Context: an optimization exercise on an open-source flow, tuned for small area, a short achievable clock period and few clock cycles per item. The choices shown serve that exercise and are no tape-out recipe.
Function not checked in this run: the RTL went through the layout flow alone.
Power is estimated from default activity; no workload was simulated.

==> design.v <==
`default_nettype none
package aima_pkg;
  localparam logic [1:0] MODE_FILE_HDR  = 2'd0;
  localparam logic [1:0] MODE_CHUNK_HDR = 2'd1;
  localparam logic [1:0] MODE_DATA      = 2'd2;
  localparam logic [1:0] MODE_SCAN      = 2'd3;
  localparam logic [6:0] MAX_INDEX = 7'd88;
  function automatic logic [14:0] step_lookup(input logic [6:0] idx);
    logic [14:0] s;
    case (idx)
      7'd0: s = 15'd7;       7'd1: s = 15'd8;       7'd2: s = 15'd9;
      7'd3: s = 15'd10;      7'd4: s = 15'd11;      7'd5: s = 15'd12;
      7'd6: s = 15'd13;      7'd7: s = 15'd14;      7'd8: s = 15'd16;
      7'd9: s = 15'd17;      7'd10: s = 15'd19;     7'd11: s = 15'd21;
      7'd12: s = 15'd23;     7'd13: s = 15'd25;     7'd14: s = 15'd28;
      7'd15: s = 15'd31;     7'd16: s = 15'd34;     7'd17: s = 15'd37;
      7'd18: s = 15'd41;     7'd19: s = 15'd45;     7'd20: s = 15'd50;
      7'd21: s = 15'd55;     7'd22: s = 15'd60;     7'd23: s = 15'd66;
      7'd24: s = 15'd73;     7'd25: s = 15'd80;     7'd26: s = 15'd88;
      7'd27: s = 15'd97;     7'd28: s = 15'd107;    7'd29: s = 15'd118;
      7'd30: s = 15'd130;    7'd31: s = 15'd143;    7'd32: s = 15'd157;
      7'd33: s = 15'd173;    7'd34: s = 15'd190;    7'd35: s = 15'd209;
      7'd36: s = 15'd230;    7'd37: s = 15'd253;    7'd38: s = 15'd279;
      7'd39: s = 15'd307;    7'd40: s = 15'd337;    7'd41: s = 15'd371;
      7'd42: s = 15'd408;    7'd43: s = 15'd449;    7'd44: s = 15'd494;
      7'd45: s = 15'd544;    7'd46: s = 15'd598;    7'd47: s = 15'd658;
      7'd48: s = 15'd724;    7'd49: s = 15'd796;    7'd50: s = 15'd876;
      7'd51: s = 15'd963;    7'd52: s = 15'd1060;   7'd53: s = 15'd1166;
      7'd54: s = 15'd1282;   7'd55: s = 15'd1411;   7'd56: s = 15'd1552;
      7'd57: s = 15'd1707;   7'd58: s = 15'd1878;   7'd59: s = 15'd2066;
      7'd60: s = 15'd2272;   7'd61: s = 15'd2499;   7'd62: s = 15'd2749;
      7'd63: s = 15'd3024;   7'd64: s = 15'd3327;   7'd65: s = 15'd3660;
      7'd66: s = 15'd4026;   7'd67: s = 15'd4428;   7'd68: s = 15'd4871;
      7'd69: s = 15'd5358;   7'd70: s = 15'd5894;   7'd71: s = 15'd6484;
      7'd72: s = 15'd7132;   7'd73: s = 15'd7845;   7'd74: s = 15'd8630;
      7'd75: s = 15'd9493;   7'd76: s = 15'd10442;  7'd77: s = 15'd11487;
      7'd78: s = 15'd12635;  7'd79: s = 15'd13899;  7'd80: s = 15'd15289;
      7'd81: s = 15'd16818;  7'd82: s = 15'd18500;  7'd83: s = 15'd20350;
      7'd84: s = 15'd22385;  7'd85: s = 15'd24623;  7'd86: s = 15'd27086;
      7'd87: s = 15'd29794;  7'd88: s = 15'd32767;
      default: s = 15'd32767;
    endcase
    step_lookup = s;
  endfunction
  function automatic logic signed [4:0] index_adjust(input logic [2:0] mag);
    logic signed [4:0] a;
    case (mag)
      3'd4: a = 5'sd2;
      3'd5: a = 5'sd4;
      3'd6: a = 5'sd6;
      3'd7: a = 5'sd8;
      default: a = -5'sd1;
    endcase
    index_adjust = a;
  endfunction
endpackage
`default_nettype wire
`default_nettype none
module aima_datapath (
  input  wire logic               clk,
  input  wire logic               dec,        
  input  wire logic [3:0]         nib,
  input  wire logic               refresh,    
  input  wire logic               ld_idx,     
  input  wire logic               ld_lo,      
  input  wire logic               ld_hi,      
  input  wire logic [7:0]         byte_in,
  output logic signed [15:0]      pred
);
  logic [6:0]  idx;
  logic [14:0] step;
  logic [16:0] t0, t1, t2, t3, sum;
  logic [6:0]  idx_n;
  logic signed [7:0] idx_sum;
  logic signed [4:0] adj;
  logic [15:0] pred_n;
  always_comb begin
    t0 = {5'd0, step[14:3]};
    t1 = nib[0] ? {4'd0, step[14:2]} : 17'd0;
    t2 = nib[1] ? {3'd0, step[14:1]} : 17'd0;
    t3 = nib[2] ? {2'd0, step} : 17'd0;
    if (nib[3]) begin
      t0 = ~t0; t1 = ~t1; t2 = ~t2; t3 = ~t3;
    end
    sum = {pred[15], pred} + t0 + t1 + t2 + t3 + {14'd0, nib[3], 2'b00};
    if (sum[16] != sum[15]) pred_n = nib[3] ? 16'h8000 : 16'h7FFF;
    else                    pred_n = sum[15:0];
  end
  always_comb begin
    adj = refresh ? 5'sd0 : aima_pkg::index_adjust(nib[2:0]);
    idx_sum = $signed({1'b0, idx}) + 8'(adj);
    if (idx_sum < 8'sd0)                                     idx_n = 7'd0;
    else if (idx_sum > $signed({1'b0, aima_pkg::MAX_INDEX})) idx_n = aima_pkg::MAX_INDEX;
    else                                                     idx_n = idx_sum[6:0];
  end
  always_ff @(posedge clk) begin
    if (dec) pred <= pred_n;
    else begin
      if (ld_lo) pred[7:0]  <= byte_in;
      if (ld_hi) pred[15:8] <= byte_in;
    end
    if (ld_idx) idx <= (byte_in > {1'b0, aima_pkg::MAX_INDEX}) ? aima_pkg::MAX_INDEX
                                                               : byte_in[6:0];
    else if (dec || refresh) idx <= idx_n;
    if (dec || refresh) step <= aima_pkg::step_lookup(idx_n);
  end
endmodule
`default_nettype wire
`default_nettype none
module aima_control (
  input  wire logic               clk,
  input  wire logic               rst,
  input  wire logic               in_valid,
  output logic                    in_ready,
  input  wire logic [7:0]         in_byte,
  input  wire logic               in_end,
  output logic                    out_valid,
  input  wire logic               out_ready,
  output logic                    out_last,
  output logic [15:0]             rate,
  output logic                    dec,
  output logic [3:0]              nib,
  output logic                    refresh,
  output logic                    ld_idx,
  output logic                    ld_lo,
  output logic                    ld_hi,
  output logic [7:0]              hbyte
);
  logic [3:0][7:0] h;        
  logic        bv;           
  logic        blast;        
  logic [15:0] cand;         
  logic [1:0]  mode;
  logic [3:0]  bpos;
  logic [15:0] left;
  logic [4:1]  mh;           
  logic        rpl;          
  logic [1:0]  rp;           
  logic [3:0]  hn;           
  logic        hv;
  logic        hlast;        
  logic        take, adv, act, match, prior, dec_byte;
  logic [2:0]  k;            
  logic [7:0]  rb;           
  logic        last_byte;
  logic        bv_n, rpl_n, uncond_n;
  logic [1:0]  mode_n;
  logic [3:0]  bpos_n;
  logic [4:1]  mh_n;
  assign take  = in_valid && in_ready;
  assign adv   = !out_valid || out_ready;
  assign match = h[3] == 8'hAF && h[2] == 8'hDE && h[1] == 8'h00 && h[0] == 8'h00;
  assign prior = |mh;
  always_comb begin
    if (mh[1])      k = 3'd1;
    else if (mh[2]) k = 3'd2;
    else if (mh[3]) k = 3'd3;
    else            k = 3'd4;
  end
  assign rb    = h[rp];
  assign hbyte = h[0];
  always_comb begin
    unique case (mode)
      aima_pkg::MODE_FILE_HDR: act = bv && (bpos != 4'd0 || (!hv && !out_valid));
      aima_pkg::MODE_DATA:     act = bv && adv && !hv && !rpl;
      default:       act = bv;
    endcase
  end
  assign dec_byte = adv && !hv && (rpl || (act && mode == aima_pkg::MODE_DATA));
  assign dec      = adv && (hv || dec_byte);
  assign nib      = hv ? hn : rb[3:0];
  assign last_byte = (left == 16'd1) || !rpl || rp == 2'd0;
  assign refresh = act && mode == aima_pkg::MODE_FILE_HDR && bpos == 4'd9;
  assign ld_idx  = act && mode == aima_pkg::MODE_FILE_HDR && bpos == 4'd8;
  assign ld_lo   = act && mode == aima_pkg::MODE_FILE_HDR && bpos == 4'd6;
  assign ld_hi   = act && mode == aima_pkg::MODE_FILE_HDR && bpos == 4'd7;
  always_comb begin
    mode_n = mode;
    bpos_n = bpos;
    rpl_n  = rpl;
    mh_n   = mh;
    if (act) begin
      mh_n = {mh[3:1], match};
      unique case (mode)
        aima_pkg::MODE_FILE_HDR: begin
          if (bpos == 4'd11) begin
            mode_n = aima_pkg::MODE_CHUNK_HDR; bpos_n = 4'd0;
          end else bpos_n = bpos + 4'd1;
        end
        aima_pkg::MODE_CHUNK_HDR: begin
          bpos_n = bpos + 4'd1;
          if (bpos == 4'd7) begin
            bpos_n = 4'd0;
            if (match) mode_n = (cand != 16'd0) ? aima_pkg::MODE_DATA : aima_pkg::MODE_CHUNK_HDR;
            else if (prior) begin
              if (left == 16'd0) bpos_n = {1'b0, k};
              else rpl_n = 1'b1;
            end else mode_n = aima_pkg::MODE_SCAN;
          end
        end
        aima_pkg::MODE_SCAN: begin
          if (match) begin
            mode_n = (cand != 16'd0) ? aima_pkg::MODE_DATA : aima_pkg::MODE_CHUNK_HDR; bpos_n = 4'd0;
          end
        end
        default: begin   
          if (left == 16'd1) begin
            mode_n = aima_pkg::MODE_CHUNK_HDR; bpos_n = 4'd0;
          end
        end
      endcase
      if (blast && !rpl_n) begin
        mode_n = aima_pkg::MODE_FILE_HDR; bpos_n = 4'd0;
      end
    end
    if (rpl && dec_byte && last_byte) begin
      rpl_n  = 1'b0;
      mode_n = (left != 16'd1) ? aima_pkg::MODE_DATA : aima_pkg::MODE_CHUNK_HDR;
      bpos_n = (left != 16'd1) ? 4'd0 : {2'b00, rp};
      if (blast) begin
        mode_n = aima_pkg::MODE_FILE_HDR; bpos_n = 4'd0;
      end
    end
  end
  always_comb begin
    bv_n = take || (bv && !act);
    unique case (mode_n)
      aima_pkg::MODE_FILE_HDR:  uncond_n = bpos_n != 4'd0;
      aima_pkg::MODE_CHUNK_HDR: uncond_n = !(bpos_n == 4'd7 && (|mh_n));
      aima_pkg::MODE_SCAN:      uncond_n = 1'b1;
      default:        uncond_n = 1'b0;
    endcase
  end
  always_ff @(posedge clk) begin
    if (rst) begin
      mode      <= aima_pkg::MODE_FILE_HDR;
      bpos      <= 4'd0;
      bv        <= 1'b0;
      hv        <= 1'b0;
      rpl       <= 1'b0;
      rp        <= 2'd0;
      out_valid <= 1'b0;
      in_ready  <= 1'b0;
    end else begin
      mode     <= mode_n;
      bpos     <= bpos_n;
      bv       <= bv_n;
      rpl      <= rpl_n;
      in_ready <= !rpl_n && (!bv_n || uncond_n);
      if (adv) out_valid <= dec || (act && mode == aima_pkg::MODE_FILE_HDR && bpos == 4'd11);
      if (dec) hv <= dec_byte;
      if (act && mode == aima_pkg::MODE_CHUNK_HDR && bpos == 4'd7 && !match && prior && left != 16'd0)
        rp <= k[1:0] - 2'd1;
      else if (rpl && dec_byte)
        rp <= last_byte ? 2'd0 : rp - 2'd1;
    end
  end
  always_ff @(posedge clk) begin
    if (take) begin
      h     <= {h[2:0], in_byte};
      blast <= in_end;
      if (in_byte == 8'hAF) cand <= {h[2], h[3]};
    end
    if (act) mh <= mh_n[4:1];
    if (act && mode == aima_pkg::MODE_FILE_HDR && bpos == 4'd0) rate[7:0]  <= h[0];
    if (act && mode == aima_pkg::MODE_FILE_HDR && bpos == 4'd1) rate[15:8] <= h[0];
    if (act && mode == aima_pkg::MODE_FILE_HDR && bpos == 4'd11) out_last <= 1'b1;
    else if (dec) out_last <= !dec_byte && hlast;
    if (dec_byte) begin
      hn    <= rb[7:4];
      hlast <= last_byte;
    end
    if (act && (mode == aima_pkg::MODE_CHUNK_HDR || mode == aima_pkg::MODE_SCAN) && match) left <= cand;
    else if (dec_byte) left <= left - 16'd1;
  end
endmodule
`default_nettype wire
`default_nettype none
module aud_ima_adpcm_stream_decoder_unit (
  input  wire logic        clk,
  input  wire logic        rst,
  input  wire logic        s_axis_tvalid,
  output logic             s_axis_tready,
  input  wire logic [7:0]  s_axis_tdata,    
  input  wire logic        s_axis_tlast,    
  output logic             m_axis_tvalid,
  input  wire logic        m_axis_tready,
  output logic [31:0]      m_axis_tdata,    
  output logic             m_axis_tlast     
);
  logic        dec, refresh, ld_idx, ld_lo, ld_hi;
  logic [3:0]  nib;
  logic [7:0]  hbyte;
  logic [15:0] rate;
  logic signed [15:0] pred;
  aima_control u_ctrl (
    .clk(clk), .rst(rst),
    .in_valid(s_axis_tvalid), .in_ready(s_axis_tready),
    .in_byte(s_axis_tdata), .in_end(s_axis_tlast),
    .out_valid(m_axis_tvalid), .out_ready(m_axis_tready), .out_last(m_axis_tlast),
    .rate(rate),
    .dec(dec), .nib(nib), .refresh(refresh), .ld_idx(ld_idx), .ld_lo(ld_lo),
    .ld_hi(ld_hi), .hbyte(hbyte)
  );
  aima_datapath u_dp (
    .clk(clk), .dec(dec), .nib(nib), .refresh(refresh), .ld_idx(ld_idx),
    .ld_lo(ld_lo), .ld_hi(ld_hi), .byte_in(hbyte), .pred(pred)
  );
  assign m_axis_tdata = {rate, pred};
endmodule
`default_nettype wire
==> run.sh <==
#!/bin/bash
# synth_recipe.tcl (not shown) runs the flow's synth.tcl, then flattens the netlist and writes it again
# the make line also repeats each setting of config.mk as NAME=value (left out here)
make -C /OpenROAD-flow-scripts/flow DESIGN_CONFIG=/design/flow/config.mk WORK_HOME=/design/flow/orfs CLKGATE_MAP_FILE= SYNTH_SCRIPT=/design/flow/synth_recipe.tcl finish
==> config.mk <==
export PLATFORM = sky130hd
export DESIGN_NAME = aud_ima_adpcm_stream_decoder_unit
export DESIGN_NICKNAME = aud_ima_adpcm_stream_decoder_unit
export VERILOG_FILES = /design/flow/design.v
export SDC_FILE = /design/flow/constraint.sdc
export NUM_CORES = 4
export LEC_CHECK = 0
export CAP_MARGIN = 20
export CORE_MARGIN = 2
export CORE_UTILIZATION = 40
export SLEW_MARGIN = 20
==> constraint.sdc <==
create_clock -name core_clock -period 11.0 [get_ports {clk}]
set_input_delay 2.2000 -clock core_clock [delete_from_list [all_inputs] [get_ports {clk}]]
set_output_delay 2.2000 -clock core_clock [all_outputs]
set_load 0.01 [all_outputs]
==> summary.md <==
| Metric | Value |
|---|---|
| Clock power frac | between 30% and 40% |
| Pins over their slew limit | 0 |
| Least-Margin Pin Slew | roughly 1.0 ns |
| Worst setup path start | u_ctrl.rp[0] |
| Mapped Nets | 1188 |
| Slew headroom | around 33% |
| Unique cell type count in the Yosys netlist | slightly below 80 |
| First-pass GRT wire length | around 48000 um |
| Worst-path fanout max | 45 |
| RSZ-0062 raised after global routing | false |
| I/O Pins | 48 |
| Final min period | just under 8 ns |
| Post-CTS Setup Inserts | 0 |
| Synth Instances | ~1100 |
| Worst-Skew Late Latency | about 0.43 ns |
| Clk slew on worst S/H paths | ~0.070 ns |
| Sequential area share after synthesis | approximately two fifths |
| Largest net degree at the start of global routing | between 40 and 50 |
| Max Root-Sink Buffers | 2 |
| CTS tree | done |
| Grt peak-use layer | met2 |
| Yosys top cell area share | around 36% |
| H-tree depth | 4 |
| Die area | roughly 0.028 sq mm |
| Fmax | about 0.13 GHz |
| Met1 Usage GRT | between 30 and 40% |
| Fraction of layout cells with a size suffix above 1 | roughly 8.2% |
| Leakage power | roughly 4.2 nW |
| Num Clock Sinks | around 140 |
| Met2 usage | 34.1% |
| Switching part of the total power | about 36% |
| Global Route met3 Usage | 2.84% |
| Hold path startpoint | u_ctrl.h[10] |
| Drt total wl | 29600 um |
| First-pass DRT Iterations | 16 |
| Vias | just under 9000 |
| Chip height | 167 um |
| Outcome | complete, no violations |
| Most used DFF post-synth | edfxtp_1 |
| Vias in the first global route | around 8500 |
| Critical Path RT | 11.16 ns |
| Routed Antenna Nets | 0 |
| Hold_buf cts | 0 |
| Total track usage | 21.5% |
| DR vias/cell | around 6 |
| Reg power frac | about a third |
| Root buffer cell | clkbuf_16 |
| Kind of critical path | register to register |
| Cell-internal power | roughly 1.2 mW |
| DR WL/cell | around 20 um |
| Worst clock skew | 0.0144 ns |
| Fin crit share | a little under three quarters |
| Yosys warning total | 2 |
| Worst Hold Slack | 0.484 ns |
| Worst min-delay path category | register to register |
| DRC errors left | 0 |
| Post-synth top area cell | edfxtp_1 |
| Horiz. Die Dim | roughly 170 um |
| Fin area | between 0.01 and 0.015 sq mm |
| Worst Setup End Kind | register |
| Total CTS buffers | 17 |
| P_sw | 0.675 mW |
| Hold Vio Cnt, Final | 0 |
| Post-synth ARST share | 0% |
| Antenna Cells | 0 |
| Post-cts resize count | 0 |
| RR Startpoint | u_ctrl.rp[0] |
| Grt ovf | 0 |
| Setup WS pre-CTS | 3.63 ns |
| MaxCap Viol Count | 0 |
| Fin worst setup slack | ~3.2 ns |
| Post-detail-place hpwl | 21700 um |
| Core Area | approximately 0.026 sq mm |
| Area growth syn-to-layout | 13.0% |
| Syn_area_per_cell | just under 10 sq um |
| Leading post-synthesis cells by cell area | edfxtp_1, fa_1, xnor2_1 |
| Initial antenna violation count | 0 |
| Final setup fails | 0 |
| Worst Setup Start Kind | register |
| Setup TNS | 0 ns |
| Crit path DAT | 7.99 ns |
| Placed inst area | between 0.01 and 0.015 sq mm |
| Final nets | 1213 |
| Power per Cell Area | roughly 160 mW/mm^2 |
| Std-Cell Rows | between 50 and 60 |
| Initial Utilization | 40.7% |
| VDD IR max | ~0.00013 V |
| DRT iter0 DRCs | approximately 900 |
| Number of flops mapped to enable cells by yosys | between 100 and 150 |
| Post-synthesis sequential element count | 142 |
| Cell Area, Synth | about 0.011 sq mm |
| RD Place Congestion | 0.938 |
| Port Buffers | 47 |
| Logic pwr share | 36.8% |
| Total power | about 1.9 mW |
synthesized netlist by cell type, drive strengths merged, types with 9 or more instances:
| cell type | count |
|---|---|
| a21oi | 92 |
| nand4 | 18 |
| buf | 23 |
| nor3 | 25 |
| nand2 | 120 |
| a211oi | 12 |
| inv | 39 |
| xor2 | 12 |
| nor2 | 91 |
| a21o | 17 |
| dfxtp | 14 |
| and3 | 13 |
| xnor2 | 77 |
| nand3 | 36 |
| clkbuf | 33 |
| ha | 36 |
| o211ai | 15 |
| a31oi | 22 |
| or3 | 9 |
| fa | 43 |
| nor4 | 13 |
| edfxtp | 128 |
| o21ai | 59 |
final cells by class:
cell class / instances / area, sq um
inverter: 39 / 148
fill: 2485 / 14100
clock buffer: 17 / 425
sequential: 142 / 4120
clock inverter: 15 / 165
tap: 335 / 419
multi-input combinational: 859 / 6160
timing repair buffer: 62 / 583
cells by family (layout without fill, tap and decap cells):
group / after synthesis / count (layout) / share of synthesized area (%)
adders and majority gates: 79 / 79 / 12.3
muxes: 22 / 22 / 3.02
xor gates and xnor gates: 90 / 90 / 7.53
buffers and inverters: 95 / 133 / 3.56
DFF: 142 / 142 / 38.7
and+or+nand+nor: 368 / 368 / 16.4
AOI/OAI and AO/OA: 300 / 300 / 18.5
power groups by stage:
| stage | logic [mW] | registers, mW | clock network (mW) |
|---|---|---|---|
| after floorplan | 0.533 | 0.621 | 0 |
| after global placement | 0.681 | 0.626 | 0 |
| after detailed placement | 0.683 | 0.626 | 0 |
| after CTS | 0.689 | 0.614 | 0.591 |
| after global routing | 0.769 | 0.615 | 0.613 |
| final | 0.697 | 0.614 | 0.582 |
state kept, by name, summed over array words and instances, names as in the netlist, 2 cells and up:
name and cells:
u_ctrl.h 32, u_ctrl.cand 16, u_ctrl.left 16, u_ctrl.rate 16
u_dp.pred 16, u_dp.step 15, u_dp.idx 7, u_ctrl.bpos 4
u_ctrl.hn 4, u_ctrl.mh 4, u_ctrl.mode 2, u_ctrl.rp 2
layout by cell type (no fill, tap or decap), types with 18 or more instances in the layout:
cell type / Yosys / final
fa_1: 43 / 43
a21oi_1: 91 / 91
nand2_1: 119 / 119
edfxtp_1: 128 / 128
o21ai_0: 55 / 55
a31oi_1: 22 / 22
nor2_1: 91 / 91
nor3_1: 25 / 24
nand4_1: 18 / 18
inv_1: 35 / 35
ha_1: 36 / 36
clkdlybuf4s50_1: 0 / 47
xnor2_1: 77 / 77
nand3_1: 36 / 36
path summary, 6_finish.rpt:
path	end	slack [ns]	depth (start not counted)
worst max-delay path	u_dp.pred[13]	3.17	20
worst min-delay path	u_ctrl.h[18]	0.48	0
worst max register to register	u_dp.pred[13]	3.17	20
worst min register to register	u_ctrl.h[18]	0.48	0
stage by stage:
stage	cells	utilization (%)
after floorplan	1096	-
after global placement	1437	43.8
after detailed placement	1437	43.8
after CTS	1469	46.0
after global routing	1469	46.0
final	1469	46.0
layer usage:
| metal | share of wire, % | wire (um) | vias to the layer above |
|---|---|---|---|
| met5 | 0 | 0 | - |
| li1 | - | - | 4128 |
| met1 | 45 | 13400 | 4258 |
| met3 | 5.6 | 1640 | 60 |
| met2 | 47 | 13700 | 365 |
| met4 | 2.5 | 732 | 0 |
critical path, cell delays in order (launching register included):
cell and delay [ns]:
dfxtp_1 0.66, mux2_2 0.39, or3_1 0.35, nand2_1 0.08, buf_4 0.31, clkinv_2 0.76
xnor2_1 0.52, fa_1 0.49, fa_1 0.57, fa_1 0.42, ha_1 0.36, a21o_1 0.19
a21o_1 0.18, a31oi_1 0.23, o21a_1 0.22, o21ai_0 0.13, a211oi_1 0.41, xnor3_1 0.55
a21oi_2 0.44, or2_2 0.19, o31ai_1 0.06

re-timing with driven ports:
The flow's constraints put no driver on any port. The routed layout listed below was extracted and timed again, unchanged, in two steps.
Step 1 sets driving cells, clkbuf_16 on the clock port and buf_2 on the other inputs (assumed; they add their load-dependent delay and slew).
Step 2 times the ports against the registers' clock, not the clock port: input delays grow and output delays shrink by t, the midpoint of the rising clock arrivals with the driver on.
Three values: ideal, step 1, step 2; two values: the first two.
t, ns: 0.471
setup WS [ns]: 3.169 / 3.169 / 3.169
clock arrival spread, ns: 0.014 / 0.015
pins driven straight from the clock port: 1
After both steps this run still meets setup and hold. The setup slack of this run moves by 0.000 ns with the drivers and by 0.000 ns with both steps.
